What follows belongs to an exercise in optimizing a design on an open flow for small area and a short achievable clock period; a production flow would make more cautious choices. Where RTL was checked, it was by simulation tests only, not by an equivalence proof against the original. Function not checked in runs 3 to 5: the RTL went through the layout flow alone. Power and IR drop assume default switching activity.

`flow/run.sh`:
```
#!/bin/bash
# The standard layout with two changes, both made through config.mk:
#  - buffer_ports uses plain buf_2 cells for the port buffers instead of
#    the delay cells it picks by default;
#  - the slow OR3/OR4 cells are kept out of the combinational logic (they
#    are added to DONT_USE_CELLS; no register cell is affected).
# The make output goes to standard.log in the work folder; ORFS's own
# per-step logs stay under orfs/logs/.
set -euo pipefail
cat >> config.mk <<'EOF'
export BUFFER_PORTS_ARGS = -buffer_cell sky130_fd_sc_hd__buf_2
export DONT_USE_CELLS += sky130_fd_sc_hd__or3_1 sky130_fd_sc_hd__or3_2 sky130_fd_sc_hd__or3_4 sky130_fd_sc_hd__or4_1 sky130_fd_sc_hd__or4_2 sky130_fd_sc_hd__or4_4 sky130_fd_sc_hd__or3b_1 sky130_fd_sc_hd__or3b_2 sky130_fd_sc_hd__or3b_4 sky130_fd_sc_hd__or4b_1 sky130_fd_sc_hd__or4b_2 sky130_fd_sc_hd__or4b_4 sky130_fd_sc_hd__or4bb_1 sky130_fd_sc_hd__or4bb_2 sky130_fd_sc_hd__or4bb_4
EOF
bash standard.sh > standard.log 2>&1
```
`standard.sh`:
```
#!/bin/bash
# synth_recipe.tcl (not shown) runs the flow's synth.tcl, then flattens the netlist and writes it again
# the make line also repeats each setting of config.mk as NAME=value (left out here)
make -C /OpenROAD-flow-scripts/flow DESIGN_CONFIG=/design/flow/config.mk WORK_HOME=/design/flow/orfs CLKGATE_MAP_FILE= SYNTH_SCRIPT=/design/flow/synth_recipe.tcl "${@:-finish}"
```
`config.mk`:
```
export PLATFORM = sky130hd
export DESIGN_NAME = pdl_ctrl
export DESIGN_NICKNAME = pdl_ctrl
export VERILOG_FILES = /design/flow/design.v
export SDC_FILE = /design/flow/constraint.sdc
export NUM_CORES = 4
export LEC_CHECK = 0
export CAP_MARGIN = 20
export CORE_MARGIN = 2
export CORE_UTILIZATION = 60
export CTS_CLUSTER_DIAMETER = 100
export CTS_CLUSTER_SIZE = 25
export SETUP_SLACK_MARGIN = 1.2
export SLEW_MARGIN = 20
export SYNTH_HIERARCHICAL = 1
export BUFFER_PORTS_ARGS = -buffer_cell sky130_fd_sc_hd__buf_2
export DONT_USE_CELLS += sky130_fd_sc_hd__or3_1 sky130_fd_sc_hd__or3_2 sky130_fd_sc_hd__or3_4 sky130_fd_sc_hd__or4_1 sky130_fd_sc_hd__or4_2 sky130_fd_sc_hd__or4_4 sky130_fd_sc_hd__or3b_1 sky130_fd_sc_hd__or3b_2 sky130_fd_sc_hd__or3b_4 sky130_fd_sc_hd__or4b_1 sky130_fd_sc_hd__or4b_2 sky130_fd_sc_hd__or4b_4 sky130_fd_sc_hd__or4bb_1 sky130_fd_sc_hd__or4bb_2 sky130_fd_sc_hd__or4bb_4
```
`constraint.sdc`:
```
create_clock -name core_clock -period 3.4 [get_ports {clk}]
set_input_delay 0.6800 -clock core_clock [delete_from_list [all_inputs] [get_ports {clk}]]
set_output_delay 0.6800 -clock core_clock [all_outputs]
set_load 0.01 [all_outputs]
```
`design.v`:
```
module pdl_ctrl #(
   parameter int N       = 32,
   parameter int OUT_NUM = 8
) (
   input  logic                 clk,
   input  logic                 reset,
   input  logic                 cfg_valid,
   output logic                 cfg_ready,
   input  logic [7:0]           cfg_addr,
   input  logic [N-1:0]         cfg_data,
   output logic                 cfg_err,
   input  logic                 commit,
   input  logic                 arm,
   input  logic                 abort,
   input  logic                 ext_trigger,
   output logic [OUT_NUM-1:0]   ch_trigger,
   output logic [OUT_NUM*N-1:0] ch_dl,
   output logic [OUT_NUM*N-1:0] ch_wb,
   output logic                 busy,
   output logic                 commit_pending,
   output logic                 done
);
   logic [19:0] ld, kp;
   logic        err_d;
   logic        rst_q;
   pdl_decode u_decode (
      .cfg_valid(cfg_valid), .rst_q(rst_q), .cfg_addr(cfg_addr),
      .reset(reset), .ld(ld), .kp(kp), .err(err_d)
   );
   always_ff @(posedge clk) begin
      cfg_ready <= ~reset;
      rst_q     <= reset;
      cfg_err   <= err_d;
   end
   logic [N-1:0]       sh_dl  [OUT_NUM];
   logic [N-1:0]       sh_wb  [OUT_NUM];
   logic [OUT_NUM-1:0] sh_mask;
   logic [N-1:0]       sh_on, sh_off, sh_shots;
   logic [OUT_NUM-1:0] ld_dl, ld_wb, kp_dl, kp_wb;
   logic               ld_mask, ld_on, ld_off, ld_shots;
   logic               kp_mask, kp_on, kp_off, kp_shots;
   always_comb begin
      ld_dl    = ld[7:0];
      ld_wb    = ld[15:8];
      ld_mask  = ld[16];
      ld_on    = ld[17];
      ld_off   = ld[18];
      ld_shots = ld[19];
      kp_dl    = kp[7:0];
      kp_wb    = kp[15:8];
      kp_mask  = kp[16];
      kp_on    = kp[17];
      kp_off   = kp[18];
      kp_shots = kp[19];
   end
   always_ff @(posedge clk) begin
      for (int k = 0; k < OUT_NUM; k++) begin
         sh_dl[k] <= ({N{ld_dl[k]}} & cfg_data) | ({N{kp_dl[k]}} & sh_dl[k]);
         sh_wb[k] <= ({N{ld_wb[k]}} & cfg_data) | ({N{kp_wb[k]}} & sh_wb[k]);
      end
      sh_mask  <= ({OUT_NUM{ld_mask}} & cfg_data[OUT_NUM-1:0]) | ({OUT_NUM{kp_mask}} & sh_mask);
      sh_on    <= ({N{ld_on}}    & cfg_data) | ({N{kp_on}}    & sh_on);
      sh_off   <= ({N{ld_off}}   & cfg_data) | ({N{kp_off}}   & sh_off);
      sh_shots <= ({N{ld_shots}} & cfg_data) | ({N{kp_shots}} & sh_shots);
   end
   logic st_wait, st_on, st_off;
   logic idle;
   logic timer_one, shot_one;            
   logic last;                           
   logic do_copy;
   logic cp, hd;                         
   assign idle    = ~busy;
   assign do_copy = (commit & (idle | abort | last)) | (commit_pending & (abort | last));
   assign cp      = do_copy & ~reset;
   assign hd      = ~do_copy & ~reset;
   logic [N-1:0]       act_dl [OUT_NUM];
   logic [N-1:0]       act_wb [OUT_NUM];
   logic [OUT_NUM-1:0] act_mask;
   logic [N-1:0]       act_on, act_off, act_shots;
   always_ff @(posedge clk) begin
      for (int k = 0; k < OUT_NUM; k++) begin
         act_dl[k] <= ({N{cp}} & sh_dl[k]) | ({N{hd}} & act_dl[k]);
         act_wb[k] <= ({N{cp}} & sh_wb[k]) | ({N{hd}} & act_wb[k]);
      end
      act_mask  <= ({OUT_NUM{cp}} & sh_mask)  | ({OUT_NUM{hd}} & act_mask);
      act_on    <= ({N{cp}} & sh_on)    | ({N{hd}} & act_on);
      act_off   <= ({N{cp}} & sh_off)   | ({N{hd}} & act_off);
      act_shots <= ({N{cp}} & sh_shots) | ({N{hd}} & act_shots);
   end
   always_ff @(posedge clk) begin
      commit_pending <= ~reset & ~do_copy & (commit | commit_pending);
   end
   logic sync1, sync2, rise;
   always_ff @(posedge clk) begin
      sync1 <= ~reset & ext_trigger;
      sync2 <= ~reset & sync1;
   end
   assign rise = sync1 & ~sync2;
   logic [N-1:0] timer, shot;
   logic [N-1:0] on_v, off_v, shots_v;   
   logic         on_one, off_one, shots_one;
   logic         on_hz, off_hz, shots_hz, timer_hz, shot_hz;   
   logic         timer_two, shot_is2;
   pdl_hz u_on_hz    (.v(act_on),    .z(on_hz));
   pdl_hz u_off_hz   (.v(act_off),   .z(off_hz));
   pdl_hz u_shots_hz (.v(act_shots), .z(shots_hz));
   pdl_hz u_timer_hz (.v(timer),     .z(timer_hz));
   pdl_hz u_shot_hz  (.v(shot),      .z(shot_hz));
   assign timer_two = timer_hz & timer[1] & ~timer[0];
   assign shot_is2  = shot_hz  & shot[1]  & ~shot[0];
   always_comb begin
      on_one    = on_hz    & ~act_on[1];
      off_one   = off_hz   & ~act_off[1];
      shots_one = shots_hz & ~act_shots[1];
      on_v      = {act_on[N-1:1],    act_on[0]    | on_one};
      off_v     = {act_off[N-1:1],   act_off[0]   | off_one};
      shots_v   = {act_shots[N-1:1], act_shots[0] | shots_one};
   end
   logic run;                            
   logic tload;                          
   assign run   = st_on | st_off;
   assign tload = ~run | timer_one;
   logic [N-1:0] tld, timer_dec;
   logic         tz8, tz16, tz24;
   assign tld = st_on ? off_v : on_v;
   always_comb begin
      for (int i = 0; i < N; i++) begin
         logic brw;
         brw = 1'b1;
         for (int j = (i / 8) * 8; j < i; j++) brw = brw & ~timer[j];
         if (i >= 8  && i < 16) brw = brw & tz8;
         if (i >= 16 && i < 24) brw = brw & tz16;
         if (i >= 24)           brw = brw & tz24;
         timer_dec[i] = timer[i] ^ brw;
      end
   end
   always_ff @(posedge clk) begin
      if (tload) begin
         timer     <= tld;
         timer_one <= st_on ? off_one : on_one;
         tz8       <= (tld[7:0]  == '0);
         tz16      <= (tld[15:0] == '0);
         tz24      <= (tld[23:0] == '0);
      end else begin
         timer     <= timer_dec;
         timer_one <= timer_two;
         tz8       <= (timer[7:0]  == 8'd1);
         tz16      <= (timer[15:0] == 16'd1);
         tz24      <= (timer[23:0] == 24'd1);
      end
   end
   logic       shot_two, z8, z16, z24;
   logic       lz8, lz16, lz24;
   pdl_lowz u_lowz (.v(shot[23:0]), .z8(lz8), .z16(lz16), .z24(lz24));
   logic [N-1:0] shot_dec;
   always_comb begin
      for (int i = 0; i < N; i++) begin
         logic brw;
         brw = 1'b1;
         for (int j = (i / 8) * 8; j < i; j++) brw = brw & ~shot[j];
         if (i >= 8)  brw = brw & z8;
         if (i >= 16) brw = brw & z16;
         if (i >= 24) brw = brw & z24;
         shot_dec[i] = shot[i] ^ brw;
      end
   end
   always_ff @(posedge clk) begin
      shot_two <= shot_is2;
      z8       <= lz8;
      z16      <= lz16;
      z24      <= lz24;
      if (~run) begin
         shot     <= shots_v;
         shot_one <= shots_one;
      end else if (st_off & timer_one) begin
         shot     <= shot_dec;
         shot_one <= shot_two;
      end
   end
   logic mask_nz;
   assign mask_nz = |act_mask;
   always_ff @(posedge clk) begin
      if (reset | abort) begin
         st_wait    <= 1'b0;
         st_on      <= 1'b0;
         st_off     <= 1'b0;
         busy       <= 1'b0;
         last       <= 1'b0;
         done       <= 1'b0;
         ch_trigger <= '0;
      end else begin
         st_wait    <= (idle & arm & mask_nz) | (st_wait & ~rise);
         st_on      <= (st_wait & rise) | (st_on & ~timer_one) | (st_off & timer_one);
         st_off     <= (st_on & timer_one & ~shot_one) | (st_off & ~timer_one);
         busy       <= (idle & arm & mask_nz) | st_wait | st_off | (st_on & ~last);
         done       <= (idle & arm & ~mask_nz) | last;
         last       <= (st_wait & rise & on_one & shots_one)
                     | (st_on & ~timer_one & timer_two & shot_one)
                     | (st_off & timer_one & on_one & shot_two);
         ch_trigger <= ((st_wait & rise) | (st_on & ~timer_one) | (st_off & timer_one))
                       ? act_mask : '0;
      end
   end
   for (genvar k = 0; k < OUT_NUM; k++) begin : g_pack
      assign ch_dl[k*N +: N] = act_dl[k];
      assign ch_wb[k*N +: N] = act_wb[k];
   end
endmodule
module pdl_hz (
   input  logic [31:0] v,
   output logic        z
);
   assign z = ~|v[31:2];
endmodule
module pdl_lowz (
   input  logic [23:0] v,
   output logic        z8,
   output logic        z16,
   output logic        z24
);
   logic a, b, c;
   assign a   = ~|v[7:0];
   assign b   = ~|v[15:8];
   assign c   = ~|v[23:16];
   assign z8  = a;
   assign z16 = a & b;
   assign z24 = a & b & c;
endmodule
module pdl_decode (
   input  logic        cfg_valid,
   input  logic        rst_q,
   input  logic [7:0]  cfg_addr,
   input  logic        reset,
   output logic [19:0] ld,
   output logic [19:0] kp,
   output logic        err
);
   logic       wr_en, g_dl, g_wb, g_cf;
   logic [7:0] lo;
   logic [19:0] hit;
   always_comb begin
      wr_en = cfg_valid & ~rst_q;
      g_dl  = wr_en & (cfg_addr[7:3] == 5'b00000);
      g_wb  = wr_en & (cfg_addr[7:3] == 5'b01000);
      g_cf  = wr_en & (cfg_addr[7:3] == 5'b10000) & ~cfg_addr[2];
      for (int k = 0; k < 8; k++) lo[k] = (cfg_addr[2:0] == 3'(k));
      for (int k = 0; k < 8; k++) begin
         hit[k]     = g_dl & lo[k];
         hit[8 + k] = g_wb & lo[k];
      end
      for (int k = 0; k < 4; k++) hit[16 + k] = g_cf & lo[k];
      ld  = hit & {20{~reset}};
      kp  = ~hit & {20{~reset}};
      err = ~reset & wr_en & ~(g_dl | g_wb | g_cf);
   end
endmodule
```
==> notes.md, run 1 <==
CTS
Clock-pin slew was measured on the worst setup and hold paths at approximately 0.090 ns. The longest clock path from root to sink contains 3 buffers. The clock sink count is around 1,300. Buffers inserted to repair hold after CTS numbered 0. The clock tree root buffer cell is sky130_fd_sc_hd__clkbuf_16. The later pin in the worst-skew pair is clocked with a latency of just under 0.7 ns. The number of buffers created by CTS is 58. The clock tree synthesis step divided the H-tree into 2 levels.

TritonCTS built the clock tree.

Synth
The count of warnings emitted by yosys is 12. Counting every instance in the synthesized netlist gives 3,431. The synthesized area divided by synthesized cell count is around 12 sq um. The share of synthesized area in the top cell type comes to 60.80%. The adder and majority gate portion of the synthesized area is less than 1%. The largest total area in the synthesized netlist belongs to sky130_fd_sc_hd__dfxtp_1. The register bit count reported by yosys is ~1,300.

The synthesized netlist devotes 4.180% of its cell area to simple gates. The synthesized design contains 33 enable-type register cells. By area, the combinational part of the netlist is dominated by compound AO/OA/AOI/OAI gates. The share of cell area taken by muxes after synthesis is less than 1%.

The share of the Yosys chip area taken by registers is 63.13%. The cell area that synthesis handed to floorplanning was 42,540 sq um. The async set-or-reset flop fraction in the synthesized netlist is 0%.

The number of distinct library cells after synthesis is 54. The commonest register cell after synthesis is sky130_fd_sc_hd__dfxtp_1. Summing the areas of all xor and xnor instances in the mapped netlist gives 0.4530% of the synthesized area. The synthesized netlist devotes 27.24% of its cell area to compound gates.

After synthesis, the cell types taking the most area are sky130_fd_sc_hd__dfxtp_1, sky130_fd_sc_hd__a22o_1, sky130_fd_sc_hd__edfxtp_1, sky130_fd_sc_hd__clkbuf_1, sky130_fd_sc_hd__buf_6. The net count of the mapped netlist is 3,495.

Final layout
The library cells used most frequently in the layout, excluding fill and tap cells, are sky130_fd_sc_hd__dfxtp_1, sky130_fd_sc_hd__a22o_1, sky130_fd_sc_hd__buf_2. Excluding fillers, the count of instances in the completed layout stands at 4,736. The fill cell instance count of the final layout is 5,260. The share of the core filled with cells is approximately two thirds. Of the cells placed in the final design, the portion with a size suffix greater than 1 is 20.27%. The summed area of non-filler cells in the final layout is 47,510 sq um.

The layout overhead on the synthesized area is 11.69%. Leaving out fill and tap cells, the most frequent cell in the layout is sky130_fd_sc_hd__dfxtp_1. The final net count is 3,852.

Detailed routing
The per-cell via count in the routed design is 6.606. The average wire length per cell after detail routing is approximately 28 um. The total wirelength of the detailed-routed design is between 100 and 150 mm.

The first routing iteration left 3,281 violations. In this run the remaining antenna-violating nets after routing total 0. The via count is 31,285. The number of search-and-repair iterations in the first detailed-routing pass is 6.

In the routed design, unresolved DRC markers number 0.

Power
The worst-case IR drop observed on VDD is 0.5166 mV. After layout, the design draws a total of 24.31 mW. In this run the static leakage power is about 20 nW. In this run the power density over the cells is 511.7 nW/um^2.

Setup path
The cell family contributing the most delay on the critical path is compound AO/OA/AOI/OAI gates. Walking the worst path, the cells encountered are o21ai_1 > and2_4 > buf_12 > buf_12 > a22o_1. On the worst path, the slowest cell contributes a delay of 0.52 ns. Data arrives at the worst endpoint at around 2.7 ns. The path type of the worst setup path is reg -> reg. For this design, the slowest cell found on the critical path is sky130_fd_sc_hd__o21ai_1.

The cell that appears most often on the critical path is sky130_fd_sc_hd__buf_12. The maximum fanout along the worst path is 82. The number of buffers and inverters on the critical path is 2. For the worst setup path, the data required time is 4.02 ns. The critical path capture point type is a flop.

The critical path startpoint category is a flop.

STA
Based on the critical path, the design can be clocked at up to 474.7 MHz. The number of hold violations in the final report is 0. Setup violations remaining at the end of the flow were counted as 0. The worst pin sits at a relative slew slack of between 20 and 30%.

Setup repair after global routing could not meet its margin everywhere. Dividing the final minimum period by the clock period gives 61.96%. At the pin with the least slew margin, the transition time is about 1.1 ns. The clock period minus final worst setup slack is approximately 2.1 ns. The setup clock skew after layout is approximately 0.023 ns.

The max-slew violation total from the final report is 0. In the final timing run, aggregate negative setup slack is 0 ns.

Min path
The worst hold path belongs to the class in -> reg.

Die
The initial cell density of the core is 60.64%. The placement row count is 97. During I/O placement, the number of pins put on the boundary was 572.

The floorplan step set the die height to 270.3 um. The die covers 73,050 sq um. The overall die width is 270.3 um.

The floorplan step defined a core boundary enclosing 70,150 sq um.

Global routing
The maximum number of pins on one net before global-route repair is 154. The remaining global-route overflow is 0. The via count of the first global-routing pass is 30,355. The met3 layer usage reported by global route is 7.477%. The initial antenna violation count was 6.

The met2 track demand over resource in global routing is 55.64%. The global-route track usage on met1 is 45.78%. The layer flagged by global routing as most heavily used is met2. Global routing used roughly a third of the available tracks. The first-pass GRT wire length is 197.1 mm.

Placement
The sum of net half-perimeters after detailed placement is 82.56 mm. The placement-stage cell area is 45,850 sq um. The port buffer count is between 500 and 600.

The final weighted congestion of routability-driven global placement is 0.8998. The placed cell count is ~4,700.

Run status
The run finished with no timing, DRC or antenna violations.

Flow run
Across the run, the number of max-cap violations was 0.
-- layer usage --
layer / routed length [um] / vias to the layer above
li1: - / 13685
met1: 53150 / 15807
met2: 61830 / 1492
met3: 12010 / 301
met4: 6965 / 0
met5: 0 / -
-- power by group --
part	total, mW	switching, mW	internal, mW
registers	15.6	0.00744	15.6
logic	0.946	0.799	0.148
clock network	7.79	4.70	3.09
-- state kept, by name, summed over array words and instances, names as in the netlist, 256 cells and up --
| signal | cells |
|---|---|
| sh_dl | 256 |
| sh_wb | 256 |
| act_wb | 256 |
| act_dl | 256 |
-- Yosys stat by module (local to each module, per instance) --
module	cells	copies in the design	area, sq um
pdl_hz	11	5	70.07
pdl_decode	87	1	479.2
pdl_ctrl	3280	1	41640
pdl_lowz	9	1	72.57
-- synthesized netlist by cell type, types with 2 or more instances --
master,count
sky130_fd_sc_hd__a211oi_1,19
sky130_fd_sc_hd__a21boi_0,6
sky130_fd_sc_hd__a21oi_1,48
sky130_fd_sc_hd__a22o_1,1232
sky130_fd_sc_hd__a31oi_1,16
sky130_fd_sc_hd__and2_0,2
sky130_fd_sc_hd__and2_1,10
sky130_fd_sc_hd__and3_1,5
sky130_fd_sc_hd__and3b_1,2
sky130_fd_sc_hd__and4b_1,2
sky130_fd_sc_hd__buf_1,15
sky130_fd_sc_hd__buf_2,72
sky130_fd_sc_hd__buf_4,2
sky130_fd_sc_hd__buf_6,35
sky130_fd_sc_hd__clkbuf_1,224
sky130_fd_sc_hd__dfxtp_1,1292
sky130_fd_sc_hd__edfxtp_1,33
sky130_fd_sc_hd__ha_1,17
sky130_fd_sc_hd__inv_1,25
sky130_fd_sc_hd__mux2i_1,14
sky130_fd_sc_hd__nand2_1,57
sky130_fd_sc_hd__nand2b_1,8
sky130_fd_sc_hd__nand3_1,12
sky130_fd_sc_hd__nand3b_1,7
sky130_fd_sc_hd__nand4_1,11
sky130_fd_sc_hd__nand4b_1,2
sky130_fd_sc_hd__nor2_1,64
sky130_fd_sc_hd__nor2b_1,29
sky130_fd_sc_hd__nor3_1,15
sky130_fd_sc_hd__nor3_4,2
sky130_fd_sc_hd__nor3b_1,7
sky130_fd_sc_hd__nor4_1,50
sky130_fd_sc_hd__nor4_2,7
sky130_fd_sc_hd__nor4b_1,4
sky130_fd_sc_hd__nor4b_4,2
sky130_fd_sc_hd__nor4bb_1,2
sky130_fd_sc_hd__o21a_1,4
sky130_fd_sc_hd__o21ai_0,39
sky130_fd_sc_hd__o41ai_1,2
sky130_fd_sc_hd__or2_2,2
sky130_fd_sc_hd__xnor2_1,10
sky130_fd_sc_hd__xor2_1,12
-- what timing repair did --
item | in CTS | in global routing
pin swaps | 2 | 1
resized for setup | 6 | 2
gates cloned | 1 | 2
buffers inserted | 1 | 6
endpoints found under the setup margin | 274 | 87
-- worst paths after layout --
path	start	endpoint	slack (ns)	cells past startpoint
worst min register to register	sync1	sync2	0.46	2
worst min-delay path	ext_trigger	sync1	0.26	2
worst max register to register	busy	act_wb[1][18]	1.29	5
worst max-delay path	busy	act_wb[1][18]	1.29	5
-- per-stage QoR --
stage	hold slack [ns]	setup slack, ns
floorplan	0.4192	1.298
global placement	0.4423	0.5374
detailed placement	0.4423	0.4489
CTS	0.2253	1.232
global route	0.2693	1.196
finish	0.2617	1.293
-- final cells by class --
type	count	area [sq um]	share of cell area, %
Inverter	25	93.84	0.1975
Sequential cell	1325	26860	56.53
Tap cell	940	1176	2.475
Multi-Input combinational cell	1736	14240	29.97
Clock buffer	62	1466	3.086
Antenna cell	3	7.507	0.01580
Timing Repair Buffer	642	3641	7.663
Clock inverter	3	33.78	0.07110
-- kinds of logic (layout without fill, tap and decap cells) --
| logic type | count (synthesis) | in the layout |
|---|---|---|
| adder cells (fa/ha/maj) | 17 | 17 |
| AND/OR/NAND/NOR | 309 | 310 |
| flip-flops | 1325 | 1325 |
| other | 0 | 3 |
| multiplexers | 15 | 15 |
| AO/OA/AOI/OAI | 1370 | 1372 |
| XOR/XNOR | 22 | 22 |
| buffers and inverters | 373 | 732 |
==> run 2: changes to the inputs <==
--- a/config.mk
+++ b/config.mk
@@ -10,7 +10,7 @@
 export CORE_UTILIZATION = 60
 export CTS_CLUSTER_DIAMETER = 100
 export CTS_CLUSTER_SIZE = 25
-export SETUP_SLACK_MARGIN = 1.2
+export SETUP_SLACK_MARGIN = 1.35
 export SLEW_MARGIN = 20
 export SYNTH_HIERARCHICAL = 1
 export BUFFER_PORTS_ARGS = -buffer_cell sky130_fd_sc_hd__buf_2
==> run 2 against run 1 <==
  * Register-to-register slack hardly changed
  * Sequential power hardly changed
  * Total power is 0.44% higher
  * Critical endpoint is now sh_shots[10]
  * Via count is 0.30% lower
  * Highest routed layer unchanged
  * Still clean on timing, DRC and antenna
  * First-iteration DRC count is 6.9% higher
  * Combinational power is 2.9% higher
  * Global-route usage is 0.28 points higher
  * Die area stayed put
  * Largest cell class unchanged
==> notes.md, run 2 <==
Synth
The cell area after synthesis is 42,540 sq um (unchanged). Sorting the synthesized cells by area gives the leading types as sky130_fd_sc_hd__dfxtp_1, sky130_fd_sc_hd__a22o_1, sky130_fd_sc_hd__edfxtp_1, sky130_fd_sc_hd__clkbuf_1, sky130_fd_sc_hd__buf_6. Sorting the synthesized cells by how often they occur yields sky130_fd_sc_hd__dfxtp_1, sky130_fd_sc_hd__a22o_1, sky130_fd_sc_hd__clkbuf_1.

In the synthesized netlist the dominant register cell turns out to be sky130_fd_sc_hd__dfxtp_1. The register bit count reported by yosys was 1,325 (unchanged). The synthesized area divided by synthesized cell count is 12.40 sq um (unchanged). The number of flops mapped to enable cells by yosys is 33 (unchanged).

The area share of the largest cell type after synthesis is 60.80% (unchanged). The number of instances in the synthesized netlist is 3,431 (unchanged). The number of distinct library cells after synthesis is 54 (unchanged). The post-synthesis cell type with the largest combined area is sky130_fd_sc_hd__dfxtp_1. The part of the Yosys area used for sequential elements is 63.13% (unchanged).

The async set-or-reset flop fraction in the synthesized netlist is 0% (unchanged). The most common cell in the synthesized netlist is sky130_fd_sc_hd__dfxtp_1. The net count of the mapped netlist was 3,495 (unchanged). The count of warnings emitted by yosys is 12 (unchanged).

Placement
The final weighted congestion of routability-driven global placement is 0.8755 (-2.7%). The port buffer count came to 571 (unchanged). The sum of net half-perimeters after detailed placement came to 82.79 mm (+0.27%).

Setup path
The critical path's largest stage delay is 0.43 ns (-0.09 ns). The endpoint of the most critical register-to-register path is sh_shots[10]. The arrival time at the worst endpoint is 2.68 ns (-0.05 ns). The critical path data required time is 3.96 ns (-0.06 ns). The maximum fanout along the worst path is 8 (-90%). The startpoint identified for the worst register-to-register timing path is rst_q. The worst reg-to-reg path cell count is 6 (+1).

The reg2reg setup slack was 1.28 ns (about the same). The worst setup path is captured at a flop. The critical path launch point is rst_q.

The signal on the critical path passes through nor4b_4 > buf_4 > and4b_4 > a31oi_4 > clkbuf_16 > a22o_1. The critical path startpoint category is a flop. The cell with the largest stage delay on the worst path is sky130_fd_sc_hd__nor4b_4.

The path type of the worst setup path is reg -> reg.

Detailed routing
Signal routing reaches up to met4. The per-cell via count in the routed design is 6.565 (-0.62%). The routed wire length on met3 came to 11.43 mm (-4.8%). The detailed-route wire length on metal 1 came to 53.92 mm (+1.5%). The number of search-and-repair iterations in the first detailed-routing pass is 6 (unchanged). The number of DRC markers in iteration 0 is 3,506 (+6.9%). The number of antenna-violating nets in the routed design was 0 (unchanged).

The average wire length per cell after detail routing came to 28.37 um (+0.30%). The total wirelength of the detailed-routed design is 134.8 mm (+0.61%). The via count is 31,190 (-0.30%). The number of remaining DRC errors is 0 (unchanged). The met2 routed wirelength is 63.66 mm (+3.0%).

CTS
The cts-stage hold buffer count is 0 (unchanged). The CTS tree is built. The number of buffers created by CTS is 58 (unchanged).

The root buffer cell chosen for the clock tree is sky130_fd_sc_hd__clkbuf_16. The clock-pin slew on the worst setup and hold paths is 0.10 ns (about the same). The insertion delay of the later-clocked pin in the worst-skew pair is 0.69 ns (about the same). The maximum level of the CTS H-tree is 2 (unchanged). The clock sink count is 1,325 (unchanged). The maximum count of clock buffers along a single path came to 3 (unchanged).

Die
The total die area is 73,050 sq um (unchanged). The initial cell density of the core was 60.64% (unchanged). The placement row count was 97 (unchanged).

The placeable core area is 70,150 sq um (unchanged). The die span in y was 270.3 um (unchanged). The I/O pin count was 572 (unchanged). The overall die width is 270.3 um (unchanged).

Power
The reported leakage power is 20.24 nW (+0.84%). The portion of total power attributed to the clock network is 32.2% (+0.2 points). The fraction of power consumed by combinational cells is 4.0% (about the same).

The ratio of total power to cell area came to 509.9 nW/um^2 (-0.35%). The worst IR drop on VDD came to 0.5015 mV (-2.9%). The switching part of the total is 22.72% (+0.069 points). The switching power of the nets came to 5.549 mW (+0.75%). The design internal power is 18.87 mW (+0.35%). The sequential fraction of design power came to 63.8% (-0.3 points).

Global routing
The maximum number of pins on one net before global-route repair is 124 (-19%). The overall routing resource usage is 35.29% (+0.28 points). The first-pass GRT wire length is 198.3 mm (+0.61%). The via count of the first global-routing pass is 30,057 (-0.98%).

The initial antenna violation count is 2 (-4). The remaining global-route overflow is 0 (unchanged).

Final layout
The top cell types in the final layout, fill and taps aside, are sky130_fd_sc_hd__dfxtp_1, sky130_fd_sc_hd__a22o_1, sky130_fd_sc_hd__buf_2. The layout cell share with drive strength beyond 1 came to 20.94% (+0.67 points). The final net count is 3,868 (+0.42%). Leaving out fill and tap cells, the most frequent cell in the layout is sky130_fd_sc_hd__dfxtp_1.

The flip-flop and latch area is 26,860 sq um (about the same). The fill cell instance count of the final layout is 5,230 (-0.57%). Relative to the synthesized area, the layout overhead comes to 12.58%. The area taken by multi-input logic gates is 14,320 sq um (+0.61%).

Min path
The cell depth of the worst hold path is 2 (unchanged). The endpoint of the worst hold path is commit_pending. The worst hold path begins at commit. The worst hold path belongs to the class in -> reg.

STA
The number of hold violations in the final report is 0 (unchanged). The final setup TNS is 0 ns (unchanged). The portion of the clock cycle consumed by the worst path in the final layout came to 62.39% (+0.43 points). The setup clock skew after layout is 0.03387 ns (+0.01111 ns). Setup repair after global routing could not meet its margin everywhere. The clock period minus final worst setup slack is 2.121 ns (+0.01456 ns). The max-slew violation total from the final report came to 0 (unchanged). The max-slew headroom at the worst pin came to 28.16% (-1.6 points). The slew of the pin with the lowest slew margin is 1.075 ns (+0.02167 ns). The worst hold slack after final layout came to 0.2575 ns (-0.004187 ns). The highest clock frequency the design can meet is 471.4 MHz (-0.69%).

The final setup violation count is 0 (unchanged).

Run status
The run finished with no timing, DRC or antenna violations.

Flow run
The number of max-capacitance violations reported is 0 (unchanged).
-- run 2: cell count changes in the layout (fill, tap and decap cells not counted), sizes merged --
cell / delta
a21oi: +1
clkbuf: +6
nor2: +1
a31oi: -1
diode: -2
clkinv: -1
and2: -1
buf: +12
-- run 2: modules after synthesis, one instance, submodules excluded --
module      copies in the design  flops+latches
pdl_lowz                       1              0
pdl_hz                         5              0
pdl_decode                     1              0
pdl_ctrl                       1           1325
-- run 2: cell families (layout without fill, tap and decap cells) --
group / count (synthesis) / in the layout / share of synthesized area [%]
adder cells (fa/ha/maj): 17 / 17 / 0.5000
AND/OR/NAND/NOR: 309 / 310 / 4.180
multiplexers: 15 / 15 / 0.3559
AO/OA/AOI/OAI: 1370 / 1372 / 27.24
other: 0 / 1 / 0
buffers and inverters: 373 / 749 / 4.138
XOR/XNOR: 22 / 22 / 0.4529
flip-flops: 1325 / 1325 / 63.13
-- run 2: critical path: cells and delay by family (launching register included) --
family | cells | cell delay [ns]
buffers and inverters | 2 | 0.47
AOI/OAI and AO/OA | 2 | 0.45
DFF | 1 | 0.35
and+or+nand+nor | 2 | 0.75
-- run 2: power groups by stage --
stage | logic [mW] | registers, mW | clock network (mW)
2_1_floorplan | 0.541 | 15.9 | 0
3_3_place_gp | 0.890 | 15.9 | 0
3_5_place_dp | 0.904 | 15.9 | 0
4_1_cts | 0.915 | 15.6 | 7.92
5_1_grt | 0.991 | 15.6 | 8.47
6_report | 0.973 | 15.6 | 7.87
-- run 2: layout make-up --
cell class	count	area share [%]
inverters	25	0.1960
well taps	940	2.456
repair buffers	658	8.165
clock buffers	64	3.122
diodes	1	0.005225
multi-input cells	1736	29.91
clock inverters	2	0.06009
flip-flops and latches	1325	56.09
-- run 2: what timing repair did --
| action | CTS | global route |
|---|---|---|
| pin swaps | 3 | 37 |
| buffers inserted | 3 | 8 |
| cloned | 2 | 5 |
| gates resized for setup | 22 | 38 |
| hold endpoints to repair | 0 | 0 |
| endpoints found under the setup margin | 632 | 544 |
-- run 2: worst max path at each step --
stage                   end  slack (ns)  cells after the start
2_1_floorplan     sh_on[31]        1.30                      6
3_3_place_gp   sh_shots[31]        0.66                      6
3_5_place_dp   sh_dl[4][31]        0.62                      6
4_1_cts                busy        1.33                      1
5_1_grt        sh_shots[10]        1.31                      6
6_report       sh_shots[10]        1.28                      6
-- run 2: metrics by stage --
stage | worst slack, ns | area, sq um | cells | util, % | power, mW
finish | 1.279 | 47890 | 4751 | 68.27 | 24.42
global route | 1.309 | 47890 | 4751 | 68.27 | 25.04
global placement | 0.6571 | 45910 | 4666 | 65.45 | 16.83
CTS | 1.329 | 47570 | 4737 | 67.81 | 24.41
detailed placement | 0.6245 | 45910 | 4666 | 65.45 | 16.84
floorplan | 1.298 | 42600 | 3431 | - | 16.48
-- run 2: layer usage --
metal | up-vias | global-route usage (%)
met3 | 238 | 7.815
met1 | 15853 | 45.82
li1 | 13728 | -
met5 | - | 0
met2 | 1371 | 57.46
met4 | 0 | 14.06
==> run 3: changes to the inputs <==
--- a/design.v
+++ b/design.v
@@ -235,22 +235,45 @@
    output logic [19:0] kp,
    output logic        err
 );
-   logic       wr_en, g_dl, g_wb, g_cf;
+   logic [19:0] hit;
+   logic        miss;
+   pdl_adec u_adec (.cfg_valid(cfg_valid), .cfg_addr(cfg_addr), .hit(hit), .miss(miss));
+   pdl_sel  u_sel  (.hit(hit), .miss(miss), .rst_q(rst_q), .reset(reset),
+                    .ld(ld), .kp(kp), .err(err));
+endmodule
+module pdl_adec (
+   input  logic        cfg_valid,
+   input  logic [7:0]  cfg_addr,
+   output logic [19:0] hit,
+   output logic        miss
+);
+   logic       g_dl, g_wb, g_cf;
    logic [7:0] lo;
-   logic [19:0] hit;
-   always_comb begin
-      wr_en = cfg_valid & ~rst_q;
-      g_dl  = wr_en & (cfg_addr[7:3] == 5'b00000);
-      g_wb  = wr_en & (cfg_addr[7:3] == 5'b01000);
-      g_cf  = wr_en & (cfg_addr[7:3] == 5'b10000) & ~cfg_addr[2];
+   always_comb begin
+      g_dl = cfg_valid & (cfg_addr[7:3] == 5'b00000);
+      g_wb = cfg_valid & (cfg_addr[7:3] == 5'b01000);
+      g_cf = cfg_valid & (cfg_addr[7:3] == 5'b10000) & ~cfg_addr[2];
       for (int k = 0; k < 8; k++) lo[k] = (cfg_addr[2:0] == 3'(k));
       for (int k = 0; k < 8; k++) begin
          hit[k]     = g_dl & lo[k];
          hit[8 + k] = g_wb & lo[k];
       end
       for (int k = 0; k < 4; k++) hit[16 + k] = g_cf & lo[k];
-      ld  = hit & {20{~reset}};
-      kp  = ~hit & {20{~reset}};
-      err = ~reset & wr_en & ~(g_dl | g_wb | g_cf);
-   end
-endmodule
+      miss = cfg_valid & ~(g_dl | g_wb | g_cf);
+   end
+endmodule
+module pdl_sel (
+   input  logic [19:0] hit,
+   input  logic        miss,
+   input  logic        rst_q,
+   input  logic        reset,
+   output logic [19:0] ld,
+   output logic [19:0] kp,
+   output logic        err
+);
+   always_comb begin
+      ld  = hit & {20{~rst_q & ~reset}};
+      kp  = ~(hit & {20{~rst_q}}) & {20{~reset}};
+      err = miss & ~rst_q & ~reset;
+   end
+endmodule
==> run 3 against run 2 <==
  * Clock skew down 0.0063 ns
  * Largest cell class unchanged
  * Count of clock-buffer cells in the layout is the same
  * Register-to-register slack is essentially flat
  * Highest routed layer is now met5
  * Critical path type unchanged
  * Synthesized cell count about the same
  * Worst hold slack lost 0.0044 ns
  * Critical endpoint is now sh_dl[0][27]
  * Cell count barely moved
  * Fmax is 0.30% lower
  * Sequential power hardly changed
  * Total power fell by 0.18%
  * Setup slack got worse by 0.0063 ns
  * Wire length is 0.16% lower
  * Die area increased by 0.12%
==> notes.md, run 3 <==
STA
The highest clock frequency the design can meet is 470.0 MHz (-0.30%). The clock period minus final worst setup slack is 2.128 ns (+0.006300 ns). The post-route worst setup slack is 1.272 ns (-0.006300 ns).

The number of hold violations in the final report was 0 (unchanged). The final setup TNS is 0 ns (unchanged). Setup repair after global routing could not meet its margin everywhere. The setup clock skew after layout was 0.02755 ns (-0.006319 ns). The max-slew violation total from the final report is 0 (unchanged).

The max-slew headroom at the worst pin is 17.98% (-10 points). The slew of the pin with the lowest slew margin is 1.230 ns (+0.1551 ns). The worst hold slack after final layout is 0.2530 ns (-0.004430 ns).

The portion of the clock cycle consumed by the worst path in the final layout is 62.58% (+0.19 points). The final setup violation count came to 0 (unchanged).

CTS
The number of buffers created by CTS came to 58 (unchanged). The maximum level of the CTS H-tree is 2 (unchanged). Clock tree synthesis selected as its root buffer the cell sky130_fd_sc_hd__clkbuf_16. The clock sink count is 1,325 (unchanged). The maximum count of clock buffers along a single path is 3 (unchanged). TritonCTS built the clock tree. The insertion delay of the later-clocked pin in the worst-skew pair is 0.67 ns (-0.02 ns). The clock-pin slew on the worst setup and hold paths is 0.10 ns (about the same). The cts-stage hold buffer count was 0 (unchanged).

Placement
The port buffer count is 571 (unchanged). The sum of net half-perimeters after detailed placement came to 84.08 mm (+1.6%). The final weighted congestion of routability-driven global placement is 0.8622 (-1.5%). The placement-stage cell area is 45,970 sq um (+0.12%). The worst setup timing slack at the placement stage is 0.9219 ns (+0.2974 ns).

Setup path
The critical path startpoint category is a flop. The worst reg-to-reg path cell count is 3 (-3). The maximum fanout along the worst path is 22 (+14). The beginning of the worst register-to-register path is rst_q. The number of buffers and inverters on the critical path is 1 (-1). Among all stages on the critical path, the largest delay is contributed by sky130_fd_sc_hd__a21oi_2.

The cell type group with the largest total delay on the critical path is compound AO/OA/AOI/OAI gates. The endpoint identified for the worst register-to-register timing path is sh_dl[0][27]. The critical path in this run is classified as reg -> reg. The arrival time at the worst endpoint is 2.74 ns (+0.06 ns).

Traced cell by cell, the critical path runs through inv_2 > a21oi_2 > a22o_1. The critical path's largest stage delay is 1.03 ns (+0.60 ns). The worst setup path is captured at a flop. The reg2reg setup slack was 1.27 ns (about the same). The critical path data required time is 4.01 ns (+0.05 ns).

Final layout
The flip-flop and latch area was 26,860 sq um (unchanged). The area taken by multi-input logic gates was 14,200 sq um (-0.85%). The layout cell share with drive strength beyond 1 is 20.28% (-0.66 points). The top cell types in the final layout, fill and taps aside, are sky130_fd_sc_hd__dfxtp_1, sky130_fd_sc_hd__a22o_1, sky130_fd_sc_hd__buf_2. The final net count is 3,865 (-0.078%). The fill cell instance count of the final layout was 5,361 (+2.5%). The layout overhead on the synthesized area is 11.89%.

The most common cell after layout, fill and taps aside is sky130_fd_sc_hd__dfxtp_1. The summed area of non-filler cells in the final layout is 47,660 sq um (-0.49%).

Synth
The number of flops mapped to enable cells by yosys is 33 (unchanged). The part of the Yosys area used for sequential elements is 63.06% (-0.076 points). By count the netlist is led by sky130_fd_sc_hd__dfxtp_1, sky130_fd_sc_hd__a22o_1, sky130_fd_sc_hd__clkbuf_1. Sorting the synthesized cells by area gives the leading types as sky130_fd_sc_hd__dfxtp_1, sky130_fd_sc_hd__a22o_1, sky130_fd_sc_hd__edfxtp_1, sky130_fd_sc_hd__clkbuf_1, sky130_fd_sc_hd__buf_2. The count of warnings emitted by yosys is 13 (+1).

The area share of the largest cell type after synthesis is 60.73% (-0.073 points). The register bit count reported by yosys was 1,325 (unchanged). The number of distinct library cells after synthesis is 56 (+3.7%). The cell area after synthesis is 42,590 sq um (+0.12%). The synthesized design spends more area on one cell type than any other, namely sky130_fd_sc_hd__dfxtp_1. The cell with the most instances after synthesis is sky130_fd_sc_hd__dfxtp_1. The commonest register cell after synthesis is sky130_fd_sc_hd__dfxtp_1.

The synthesized area divided by synthesized cell count is 12.42 sq um (+0.21%). The async set-or-reset flop fraction in the synthesized netlist is 0% (unchanged). The net count of the mapped netlist is 3,492 (-0.086%). The number of instances in the synthesized netlist is 3,428 (-0.087%).

Min path
For hold timing, the worst endpoint is sync1. The cell depth of the worst hold path came to 2 (unchanged). The kind of path behind the tightest hold check is in -> reg.

The startpoint of the most critical hold path is ext_trigger.

Detailed routing
The number of DRC markers in iteration 0 was 3,099 (-12%). The per-cell via count in the routed design is 6.562 (about the same). The number of search-and-repair iterations in the first detailed-routing pass was 5 (-1). The average wire length per cell after detail routing is 28.32 um (-0.18%). The total wirelength of the detailed-routed design was 134.6 mm (-0.16%).

The number of antenna-violating nets in the routed design is 0 (unchanged). The via count came to 31,184 (-0.019%). The number of remaining DRC errors came to 0 (unchanged).

Global routing
The first-pass GRT wire length is 197.3 mm (-0.49%). The met3 layer usage reported by global route is 8.482% (+0.67 points). The maximum number of pins on one net before global-route repair is 122 (-1.6%). The met2 track demand over resource in global routing is 55.96% (-1.5 points).

met2 is the most crowded layer. The initial antenna violation count was 7 (+5). The overall routing resource usage came to 35.06% (-0.24 points). The remaining global-route overflow is 0 (unchanged). The via count of the first global-routing pass is 30,207 (+0.50%). The global-route track usage on met1 came to 45.77% (-0.054 points).

Power
The final total power is 24.37 mW (-0.18%). The worst IR drop on VDD is 0.4929 mV (-1.7%). The reported leakage power is 20.28 nW (+0.23%).

The ratio of total power to cell area is 511.4 nW/um^2 (+0.30%).

Die
The overall die width was 270.4 um (about the same). The total die area came to 73,130 sq um (+0.12%). The placeable core area was 70,150 sq um (unchanged). The die span in y is 270.4 um (about the same). The placement row count is 97 (unchanged). The I/O pin count was 572 (unchanged). The initial cell density of the core is 60.71% (+0.073 points).

Flow run
The number of max-capacitance violations reported came to 0 (unchanged).

Run status
The run finished with no timing, DRC or antenna violations.
## run 3: changes by cell type after synthesis, moves of 3 or more
cell	delta
sky130_fd_sc_hd__and2_1	+20
sky130_fd_sc_hd__nor2_1	-20
sky130_fd_sc_hd__and3_1	+17
sky130_fd_sc_hd__nand2_1	-8
sky130_fd_sc_hd__clkbuf_1	-6
sky130_fd_sc_hd__buf_2	+5
sky130_fd_sc_hd__nor3_1	-5
sky130_fd_sc_hd__nand2b_1	-3
## run 3: logic make-up (layout without fill, tap and decap cells)
| kind of cell | count (synthesis) | in the layout | share of synthesized area, % |
|---|---|---|---|
| other cells | 0 | 6 | 0 |
| xor+xnor | 22 | 22 | 0.4524 |
| mux | 15 | 15 | 0.3555 |
| fa+ha+maj | 17 | 17 | 0.4994 |
| compound gates | 1371 | 1373 | 27.22 |
| buf+inv | 372 | 747 | 4.130 |
| simple gates | 306 | 307 | 4.283 |
| flops | 1325 | 1325 | 63.06 |
## run 3: repair_timing
action / 4_1_cts / 5_1_grt
resized for setup: 3 / 9
setup buffers: 1 / 7
endpoints found under the setup margin: 36 / 240
gates cloned: 0 / 4
pin swaps: 0 / 6
## run 3: per-module statistics from Yosys, one instance, submodules excluded, excerpt
module,cells inside,times used,area (sq um),flops+latches
pdl_ctrl,3280,1,41640,1325
pdl_sel,49,1,270.3,0
pdl_adec,35,1,260.2,0
pdl_lowz,9,1,72.57,0
pdl_hz,11,5,70.07,0
## run 3: worst max path at each step
stage          cells after the start         from             to
2_1_floorplan                      6  cfg_addr[4]      sh_on[31]
3_3_place_gp                       6       commit  act_dl[5][11]
3_5_place_dp                       6       commit   act_dl[5][3]
4_1_cts                            9      shot[1]        shot[7]
5_1_grt                            3        rst_q   sh_dl[0][24]
6_report                           3        rst_q   sh_dl[0][27]
## run 3: through the flow
stage                     std cells  utilization, %
final                          4752           67.94
after global placement         4669           65.53
after CTS                      4735           67.70
after floorplan                3428               -
after detailed placement       4669           65.53
after global routing           4750           67.93
## run 3: per-layer routing
metal / wire length [um] / part of all wire (%)
met1: 54200 / 40
met2: 62650 / 47
met3: 12180 / 9.1
met4: 5510 / 4.1
met5: 10 / 0.0074
## run 3: where the power goes
group	internal (mW)	switching, mW	leakage [nW]
logic	0.169	0.804	8.74
registers	15.6	0.00842	10.8
clock network	3.12	4.70	0.738
## run 3: final cells by class
type | instances | share of cell area, %
Sequential cell | 1325 | 56.36
Multi-Input combinational cell | 1734 | 29.80
Timing Repair Buffer | 657 | 7.987
Clock buffer | 64 | 3.137
Tap cell | 940 | 2.468
Inverter | 25 | 0.1969
Antenna cell | 6 | 0.03151
Clock inverter | 1 | 0.01838
==> run 4: changes to the inputs <==
--- a/config.mk
+++ b/config.mk
@@ -5,13 +5,13 @@
 export SDC_FILE = /design/flow/constraint.sdc
 export NUM_CORES = 4
 export LEC_CHECK = 0
-export CAP_MARGIN = 20
+export CAP_MARGIN = 40
 export CORE_MARGIN = 2
 export CORE_UTILIZATION = 60
 export CTS_CLUSTER_DIAMETER = 100
 export CTS_CLUSTER_SIZE = 25
 export SETUP_SLACK_MARGIN = 1.35
-export SLEW_MARGIN = 20
+export SLEW_MARGIN = 40
 export SYNTH_HIERARCHICAL = 1
 export BUFFER_PORTS_ARGS = -buffer_cell sky130_fd_sc_hd__buf_2
 export DONT_USE_CELLS += sky130_fd_sc_hd__or3_1 sky130_fd_sc_hd__or3_2 sky130_fd_sc_hd__or3_4 sky130_fd_sc_hd__or4_1 sky130_fd_sc_hd__or4_2 sky130_fd_sc_hd__or4_4 sky130_fd_sc_hd__or3b_1 sky130_fd_sc_hd__or3b_2 sky130_fd_sc_hd__or3b_4 sky130_fd_sc_hd__or4b_1 sky130_fd_sc_hd__or4b_2 sky130_fd_sc_hd__or4b_4 sky130_fd_sc_hd__or4bb_1 sky130_fd_sc_hd__or4bb_2 sky130_fd_sc_hd__or4bb_4
==> run 4 against run 3 <==
  * Still clean on timing, DRC and antenna
  * Total power about the same
  * Area after synthesis unchanged
  * First-iteration DRC count grew 2.1%
  * Non-clock buffer count decreased by 2
  * Sequential power is essentially flat
  * Wire length fell by 0.82%
  * Critical path depth increased by 3
  * Critical endpoint is now act_dl[7][1]
  * Highest routed layer unchanged
==> notes.md, run 4 <==
CTS
The clock-pin slew on the worst setup and hold paths is 0.10 ns (about the same). The maximum level of the CTS H-tree is 2 (unchanged). The insertion delay of the later-clocked pin in the worst-skew pair is 0.67 ns (about the same).

The maximum count of clock buffers along a single path is 3 (unchanged). TritonCTS built the clock tree. The cts-stage hold buffer count is 0 (unchanged). The clock tree root buffer cell is sky130_fd_sc_hd__clkbuf_16. The clock sink count is 1,325 (unchanged). The number of buffers created by CTS is 58 (unchanged).

Synth
Ranked by total cell area, the synthesized netlist is headed by sky130_fd_sc_hd__dfxtp_1, sky130_fd_sc_hd__a22o_1, sky130_fd_sc_hd__edfxtp_1, sky130_fd_sc_hd__clkbuf_1, sky130_fd_sc_hd__buf_2. The cell area after synthesis came to 42,590 sq um (unchanged). The commonest register cell after synthesis is sky130_fd_sc_hd__dfxtp_1.

The number of distinct library cells after synthesis came to 56 (unchanged). The number of instances in the synthesized netlist is 3,428 (unchanged). The register bit count reported by yosys is 1,325 (unchanged). The number of flops mapped to enable cells by yosys is 33 (unchanged).

The count of warnings emitted by yosys is 13 (unchanged). The adder and majority gate portion of the synthesized area is 0.4994% (unchanged). The fraction of synthesized cell area in xor and xnor cells is 0.4524% (unchanged). The commonest cells after synthesis are sky130_fd_sc_hd__dfxtp_1, sky130_fd_sc_hd__a22o_1, sky130_fd_sc_hd__clkbuf_1.

The net count of the mapped netlist came to 3,492 (unchanged). The fraction of the mapped netlist area in simple logic gates is 4.283% (unchanged). The share of cell area taken by muxes after synthesis is 0.3555% (unchanged). The post-synthesis cell type with the largest combined area is sky130_fd_sc_hd__dfxtp_1. The synthesized area divided by synthesized cell count came to 12.42 sq um (unchanged).

The area fraction in compound gates after synthesis is 27.22% (unchanged). The part of the Yosys area used for sequential elements is 63.06% (unchanged). The cell with the most instances after synthesis is sky130_fd_sc_hd__dfxtp_1. The async set-or-reset flop fraction in the synthesized netlist is 0% (unchanged).

After synthesis, the largest family of logic cells by area is compound AO/OA/AOI/OAI gates. The area share of the largest cell type after synthesis came to 60.73% (unchanged).

Setup path
The maximum fanout along the worst path is 121 (+450%). The worst reg-to-reg path cell count was 6 (+3). STA classifies the critical path startpoint as a flop.

The critical path's largest stage delay is 0.41 ns (-0.62 ns). The critical path goes through o22ai_1 > o21ai_1 > nor2_4 > buf_12 > buf_12 > a22o_1. The worst setup path is captured at a flop. The beginning of the worst register-to-register path is last. The cell type with the highest occurrence count on the critical path is sky130_fd_sc_hd__buf_12. The arrival time at the worst endpoint was 2.68 ns (-0.06 ns). The slowest stage of the critical path belongs to the cell sky130_fd_sc_hd__buf_12. The path type of the worst setup path is reg -> reg. The critical path starts at last. The reg2reg setup slack is 1.33 ns (+0.05 ns). The critical path data required time is 4.00 ns (about the same).

Detailed routing
The number of search-and-repair iterations in the first detailed-routing pass is 5 (unchanged). The via count came to 31,248 (+0.21%). The average wire length per cell after detail routing is 28.11 um (-0.72%). The number of DRC markers in iteration 0 came to 3,165 (+2.1%).

The total wirelength of the detailed-routed design is 133.5 mm (-0.82%). The number of antenna-violating nets in the routed design was 0 (unchanged). The per-cell via count in the routed design was 6.583 (+0.31%). The number of remaining DRC errors was 0 (unchanged).

Die
The total die area is 73,130 sq um (unchanged). The placement row count is 97 (unchanged). The placeable core area is 70,150 sq um (unchanged). The overall die width is 270.4 um (unchanged).

The I/O pin count came to 572 (unchanged). The initial cell density of the core is 60.71% (unchanged). The die span in y was 270.4 um (unchanged).

STA
The setup clock skew after layout is 0.01715 ns (-0.01040 ns). The portion of the clock cycle consumed by the worst path in the final layout is 60.96% (-1.6 points). The max-slew headroom at the worst pin is 37.23% (+19 points). The clock period minus final worst setup slack came to 2.073 ns (-0.05476 ns). The final setup violation count is 0 (unchanged). Setup repair after global routing could not meet its margin everywhere.

The max-slew violation total from the final report is 0 (unchanged). The highest clock frequency the design can meet came to 482.4 MHz (+2.6%). The final setup TNS came to 0 ns (unchanged).

The slew of the pin with the lowest slew margin was 0.9416 ns (-0.2886 ns). The number of hold violations in the final report came to 0 (unchanged).

Placement
The sum of net half-perimeters after detailed placement came to 84.27 mm (+0.23%). The final weighted congestion of routability-driven global placement is 0.8622 (unchanged). The placement-stage cell area was 46,070 sq um (+0.21%).

The placed cell count came to 4,672 (+0.064%). The port buffer count came to 571 (unchanged).

Global routing
The remaining global-route overflow is 0 (unchanged). The met2 track demand over resource in global routing is 55.57% (-0.39 points). The global-route track usage on met1 is 46.19% (+0.42 points). The initial antenna violation count is 9 (+2). The met3 layer usage reported by global route is 8.188% (-0.29 points).

In this run the most used layer during global routing was met2. The maximum number of pins on one net before global-route repair came to 122 (unchanged). The via count of the first global-routing pass was 30,494 (+0.95%).

The first-pass GRT wire length is 198.8 mm (+0.73%). The overall routing resource usage came to 35.23% (+0.17 points).

Final layout
The final net count is 3,860 (-0.13%). The final standard cell count with taps included and fillers excluded is 4,747 (-0.11%). In the layout the commonest cells are sky130_fd_sc_hd__dfxtp_1, sky130_fd_sc_hd__a22o_1, sky130_fd_sc_hd__buf_2. The layout overhead on the synthesized area came to 11.91% (about the same). The summed area of non-filler cells in the final layout is 47,660 sq um (about the same). The layout cell share with drive strength beyond 1 came to 20.26% (-0.026 points). Leaving out fill and tap cells, the most frequent cell in the layout is sky130_fd_sc_hd__dfxtp_1.

Run status
The flow ran to the end and the layout has no timing, DRC or antenna violations.

Power
The ratio of total power to cell area came to 511.3 nW/um^2 (about the same). The reported leakage power is 20.27 nW (about the same). The worst IR drop on VDD is 0.4613 mV (-6.4%). The final total power was 24.37 mW (about the same).

Min path
The kind of path behind the tightest hold check is in -> reg. The startpoint of the most critical hold path is ext_trigger. The cell depth of the worst hold path is 2 (unchanged).

Flow run
The number of max-capacitance violations reported is 0 (unchanged).
==> run 4: cell counts after synthesis <==
No cell type changed its count.
==> run 4: cells by family (layout without fill, tap and decap cells) <==
kind of cell,count (synthesis),count (layout)
AO/OA/AOI/OAI,1371,1371
other,0,6
adder cells (fa/ha/maj),17,17
multiplexers,15,15
XOR/XNOR,22,22
flip-flops,1325,1325
AND/OR/NAND/NOR,306,306
buffers and inverters,372,745
==> run 4: metal layers <==
metal  routed length, um  vias to the layer above
met1               53840                    15854
met5                   9                        -
met2               61500                     1395
met3               11900                      275
met4                6205                        2
li1                    -                    13722
==> run 4: per-module statistics from Yosys, one instance, submodules excluded, excerpt <==
| module | cells inside | cell area [sq um] | copies in the design | flip-flops and latches |
|---|---|---|---|---|
| pdl_ctrl | 3280 | 41640 | 1 | 1325 |
| pdl_adec | 35 | 260.2 | 1 | 0 |
| pdl_hz | 11 | 70.07 | 5 | 0 |
| pdl_sel | 49 | 270.3 | 1 | 0 |
| pdl_lowz | 9 | 72.57 | 1 | 0 |
==> run 4: area by class of cell <==
class / count / area (sq um)
sequential: 1325 / 26860
tap: 940 / 1176
timing repair buffer: 655 / 3825
antenna: 6 / 15.01
clock buffer: 64 / 1495
clock inverter: 1 / 8.758
fill: 5359 / 22490
multi-input combinational: 1731 / 14190
inverter: 25 / 93.84
==> run 4: through the flow <==
step	util, %	hold slack, ns	setup slack (ns)
6_report	67.94	0.2472	1.327
2_1_floorplan	-	0.4192	1.409
4_1_cts	67.85	0.2380	1.357
5_1_grt	67.94	0.2564	1.276
3_5_place_dp	65.67	0.4484	0.9370
3_3_place_gp	65.53	0.4405	0.9440
==> run 4: path summary, 6_finish.rpt <==
check                 endpoint
setup / recovery  act_dl[7][1]
hold / removal           sync1
setup reg to reg  act_dl[7][1]
hold reg to reg          sync2
==> run 4: worst max-delay path: cells and delay by family (launching register included) <==
family                 cells  cell delay [ns]
buffers and inverters      2             0.71
AO/OA/AOI/OAI              3             0.59
AND/OR/NAND/NOR            1             0.14
flip-flops                 1             0.36
==> run 4: what timing repair did <==
item	CTS	global route
resized for setup	3	11
setup buffers	2	2
setup endpoints to repair	36	193
pin swaps	0	3
==> run 4: report_power, final <==
group	internal [mW]	switching (mW)
Combinational	0.168	0.793
Clock	3.13	4.70
Sequential	15.6	0.00833
==> run 5: changes to the inputs <==
==> config.mk (replaced) <==
export PLATFORM = sky130hd
export DESIGN_NAME = pdl_ctrl
export DESIGN_NICKNAME = pdl_ctrl
export VERILOG_FILES = /design/flow/design.v
export SDC_FILE = /design/flow/constraint.sdc
export NUM_CORES = 4
export LEC_CHECK = 0
export CAP_MARGIN = 20
export CORE_MARGIN = 2
export CORE_UTILIZATION = 70
export CTS_CLUSTER_DIAMETER = 100
export CTS_CLUSTER_SIZE = 25
export SETUP_SLACK_MARGIN = 1.35
export SLEW_MARGIN = 20
export SYNTH_HIERARCHICAL = 1
export BUFFER_PORTS_ARGS = -buffer_cell sky130_fd_sc_hd__buf_2
export DONT_USE_CELLS += sky130_fd_sc_hd__or3_1 sky130_fd_sc_hd__or3_2 sky130_fd_sc_hd__or3_4 sky130_fd_sc_hd__or4_1 sky130_fd_sc_hd__or4_2 sky130_fd_sc_hd__or4_4 sky130_fd_sc_hd__or3b_1 sky130_fd_sc_hd__or3b_2 sky130_fd_sc_hd__or3b_4 sky130_fd_sc_hd__or4b_1 sky130_fd_sc_hd__or4b_2 sky130_fd_sc_hd__or4b_4 sky130_fd_sc_hd__or4bb_1 sky130_fd_sc_hd__or4bb_2 sky130_fd_sc_hd__or4bb_4
==> run 5 against run 4 <==
  * Register-to-register slack about the same
  * Via count increased by 0.40%
  * Wire length decreased by 2.4%
  * Clock power decreased by 2%
  * Count of clock-buffer cells in the layout decreased by 2
  * Sequential share of layout area increased by 0.37 points
  * Still clean on timing, DRC and antenna
  * Fmax decreased by 0.47%
  * Total power decreased by 0.58%
  * Synthesized cell count unchanged
  * Combinational power decreased by 2.1%
  * Design area decreased by 0.65%
  * Non-clock buffer count decreased by 13
==> notes.md, run 5 <==
Synth
The register bit count reported by yosys is 1,325 (unchanged). Sorting the synthesized cells by area gives the leading types as sky130_fd_sc_hd__dfxtp_1, sky130_fd_sc_hd__a22o_1, sky130_fd_sc_hd__edfxtp_1, sky130_fd_sc_hd__clkbuf_1, sky130_fd_sc_hd__buf_2. The async set-or-reset flop fraction in the synthesized netlist was 0% (unchanged). Counting instances in the post-synthesis netlist gives the leading cell types as sky130_fd_sc_hd__dfxtp_1, sky130_fd_sc_hd__a22o_1, sky130_fd_sc_hd__clkbuf_1.

The cell with the most instances after synthesis is sky130_fd_sc_hd__dfxtp_1. The count of warnings emitted by yosys is 13 (unchanged). The number of distinct library cells after synthesis is 56 (unchanged). The part of the Yosys area used for sequential elements is 63.06% (unchanged). The area share of the largest cell type after synthesis is 60.73% (unchanged). The number of flops mapped to enable cells by yosys was 33 (unchanged). In the synthesized netlist the dominant register cell turns out to be sky130_fd_sc_hd__dfxtp_1. The synthesized design spends more area on one cell type than any other, namely sky130_fd_sc_hd__dfxtp_1. The net count of the mapped netlist came to 3,492 (unchanged). The cell area after synthesis is 42,590 sq um (unchanged). The number of instances in the synthesized netlist is 3,428 (unchanged).

The synthesized area divided by synthesized cell count was 12.42 sq um (unchanged).

Detailed routing
The average wire length per cell after detail routing is 28.44 um (+1.2%). The per-cell via count in the routed design came to 6.850 (+4.1%). The via count is 31,374 (+0.40%). The number of search-and-repair iterations in the first detailed-routing pass was 5 (unchanged).

The total wirelength of the detailed-routed design is 130.2 mm (-2.4%). The number of remaining DRC errors is 0 (unchanged). The number of antenna-violating nets in the routed design is 0 (unchanged). The number of DRC markers in iteration 0 came to 3,523 (+11%).

Final layout
The layout cell share with drive strength beyond 1 is 20.17% (-0.089 points). The fill cell instance count of the final layout was 3,780 (-29%). The most common cell after layout, fill and taps aside is sky130_fd_sc_hd__dfxtp_1. The final net count was 3,849 (-0.28%). The layout overhead on the synthesized area is 11.18%.

In the layout the commonest cells are sky130_fd_sc_hd__dfxtp_1, sky130_fd_sc_hd__a22o_1, sky130_fd_sc_hd__buf_2. The summed area of non-filler cells in the final layout was 47,350 sq um (-0.65%).

CTS
The insertion delay of the later-clocked pin in the worst-skew pair is 0.67 ns (about the same). The clock sink count is 1,325 (unchanged). The CTS tree is built. The clock-pin slew on the worst setup and hold paths is 0.10 ns (about the same). The maximum count of clock buffers along a single path came to 3 (unchanged). The number of buffers created by CTS was 58 (unchanged).

The cts-stage hold buffer count is 0 (unchanged). The clock tree root buffer cell is sky130_fd_sc_hd__clkbuf_16. The maximum level of the CTS H-tree is 2 (unchanged).

Flow run
The number of max-capacitance violations reported is 0 (unchanged).

STA
The highest clock frequency the design can meet is 480.2 MHz (-0.47%). The portion of the clock cycle consumed by the worst path in the final layout is 61.25% (+0.29 points). Setup repair after global routing could not meet its margin everywhere. The number of hold violations in the final report came to 0 (unchanged). The clock period minus final worst setup slack is 2.083 ns (+0.009810 ns). The max-slew violation total from the final report is 0 (unchanged).

The final setup violation count is 0 (unchanged). The max-slew headroom at the worst pin is 25.60% (-12 points). The slew of the pin with the lowest slew margin is 1.116 ns (+0.1744 ns).

The final setup TNS is 0 ns (unchanged). The setup clock skew after layout is 0.03204 ns (+0.01489 ns).

Power
The worst IR drop on VDD was 0.4112 mV (-11%). The ratio of total power to cell area was 511.6 nW/um^2 (about the same). The reported leakage power came to 20.20 nW (-0.37%).

Setup path
The critical path data required time came to 3.99 ns (about the same). The maximum fanout along the worst path is 22 (-82%). STA classifies the critical path endpoint as a flop.

The arrival time at the worst endpoint came to 2.67 ns (about the same). The critical path in this run is classified as reg -> reg. STA classifies the critical path startpoint as a flop.

Min path
The kind of path behind the tightest hold check is in -> reg.

Placement
The final weighted congestion of routability-driven global placement is 0.9303 (+7.9%). The placement-stage cell area came to 45,710 sq um (-0.77%). The port buffer count is 571 (unchanged).

The sum of net half-perimeters after detailed placement is 80.46 mm (-4.5%).

Die
The total die area came to 62,830 sq um (-14%). The placeable core area is 60,250 sq um (-14%). The initial cell density of the core is 70.70% (+10 points).

The overall die width is 250.7 um (-7.3%). The placement row count was 90 (-7.2%). The I/O pin count was 572 (unchanged).

The die span in y is 250.7 um (-7.3%).

Global routing
The via count of the first global-routing pass is 30,326 (-0.55%). The first-pass GRT wire length is 191.2 mm (-3.8%). The remaining global-route overflow is 0 (unchanged).

The initial antenna violation count came to 8 (-1). The maximum number of pins on one net before global-route repair came to 117 (-4.1%). The overall routing resource usage is 39.63% (+4.4 points).

Run status
The flow ran to the end and the layout has no timing, DRC or antenna violations.
run 5: logic make-up after synthesis:
group / count (synthesis) / synth area share [%]
fa+ha+maj: 17 / 0.4994
compound gates: 1371 / 27.22
mux: 15 / 0.3555
buf+inv: 372 / 4.130
xor+xnor: 22 / 0.4524
flops: 1325 / 63.06
simple gates: 306 / 4.283
run 5: per-layer routing:
layer / vias up / wire length (um) / GRT usage [%]
met5: - / 13 / 0
li1: 13690 / - / -
met3: 371 / 13830 / 11.72
met4: 2 / 7858 / 22.50
met1: 15690 / 49330 / 50.30
met2: 1621 / 59220 / 60.71
run 5: worst max-delay path: stages (launching register included):
cell and delay [ns]:
sky130_fd_sc_hd__dfxtp_1 0.41, sky130_fd_sc_hd__inv_2 0.38, sky130_fd_sc_hd__a21oi_2 0.98, sky130_fd_sc_hd__a22o_1 0.24
run 5: worst paths after layout:
| kind | from | endpoint | depth (start not counted) | slack (ns) |
|---|---|---|---|---|
| max reg2reg | rst_q | sh_dl[1][1] | 3 | 1.32 |
| min reg2reg | sh_dl[0][31] | act_dl[0][31] | 1 | 0.45 |
| min | ext_trigger | sync1 | 2 | 0.25 |
| max | rst_q | sh_dl[1][1] | 3 | 1.32 |
run 5: stage by stage:
step           total power [mW]  cells  hold WS (ns)  setup slack (ns)  utilization [%]
2_1_floorplan             16.48   3428        0.4192             1.409                -
3_3_place_gp              16.82   4504        0.4518            0.9557            75.87
3_5_place_dp              16.83   4504        0.4520            0.9317            75.87
4_1_cts                   24.19   4568        0.2201             1.341            78.40
5_1_grt                   24.76   4577        0.2597             1.302            78.58
6_report                  24.23   4580        0.2516             1.317            78.60
run 5: power by group:
| group | total [mW] | internal, mW | switching [mW] | leakage (nW) |
|---|---|---|---|---|
| clock | 7.71 | 3.11 | 4.59 | 0.735 |
| combinational | 0.941 | 0.152 | 0.789 | 8.66 |
| sequential | 15.6 | 15.6 | 0.00824 | 10.8 |
| total | 24.2 | 18.8 | 5.39 | 20.2 |
run 5: final cells by class:
| cell class | instances | area [sq um] | area share (%) |
|---|---|---|---|
| Inverter | 25 | 93.84 | 0.1982 |
| Sequential cell | 1325 | 26860 | 56.72 |
| Multi-Input combinational cell | 1733 | 14270 | 30.14 |
| Tap cell | 782 | 978.4 | 2.066 |
| Clock inverter | 1 | 8.758 | 0.01850 |
| Antenna cell | 10 | 25.02 | 0.05285 |
| Timing Repair Buffer | 642 | 3627 | 7.660 |
| Clock buffer | 62 | 1488 | 3.142 |
run 5: Yosys stat by module, one instance, submodules excluded, a selection:
module | cell area [sq um] | times used | cells | flip-flops and latches
pdl_adec | 260.2 | 1 | 35 | 0
pdl_sel | 270.3 | 1 | 49 | 0
pdl_ctrl | 41640 | 1 | 3280 | 1325
pdl_hz | 70.07 | 5 | 11 | 0
pdl_lowz | 72.57 | 1 | 9 | 0
run 5: repair_timing:
item | in CTS | in global routing
setup buffers | 1 | 0
pin swaps | 0 | 4
gates resized for setup | 4 | 18
cloned | 0 | 2
endpoints found under the setup margin | 38 | 178

-- port drivers added, routing unchanged --
The flow's constraints put no driver on any port. The routed layouts listed below were extracted and timed again, unchanged, in two steps.
Step 1: set_driving_cell puts a clkbuf_16 on clk and a buf_2 on each other input, an assumption about the parent block.
Step 2 times the ports against the registers' clock, not the clock port: input delays grow and output delays shrink by t, the midpoint of the rising clock arrivals with the driver on.
Slacks: ideal / step 1 / step 2; pairs: ideal / step 1.
run	t, ns	setup slack, ns	worst slew at a driven data input, ns
run 1	0.736	1.293 / 1.277 / 0.811	0.10
run 2	0.740	1.279 / 1.279 / 0.783	0.10
run 3	0.728	1.272 / 1.272 / 0.724	0.15
run 4	0.730	1.327 / 1.327 / 0.863	0.17
run 5	0.724	1.317 / 1.317 / 0.695	0.11
After both steps setup and hold are still met in every run listed. For run 5, which loses most, drivers alone change the setup slack by 0.000 ns; drivers and shift together by -0.622 ns.
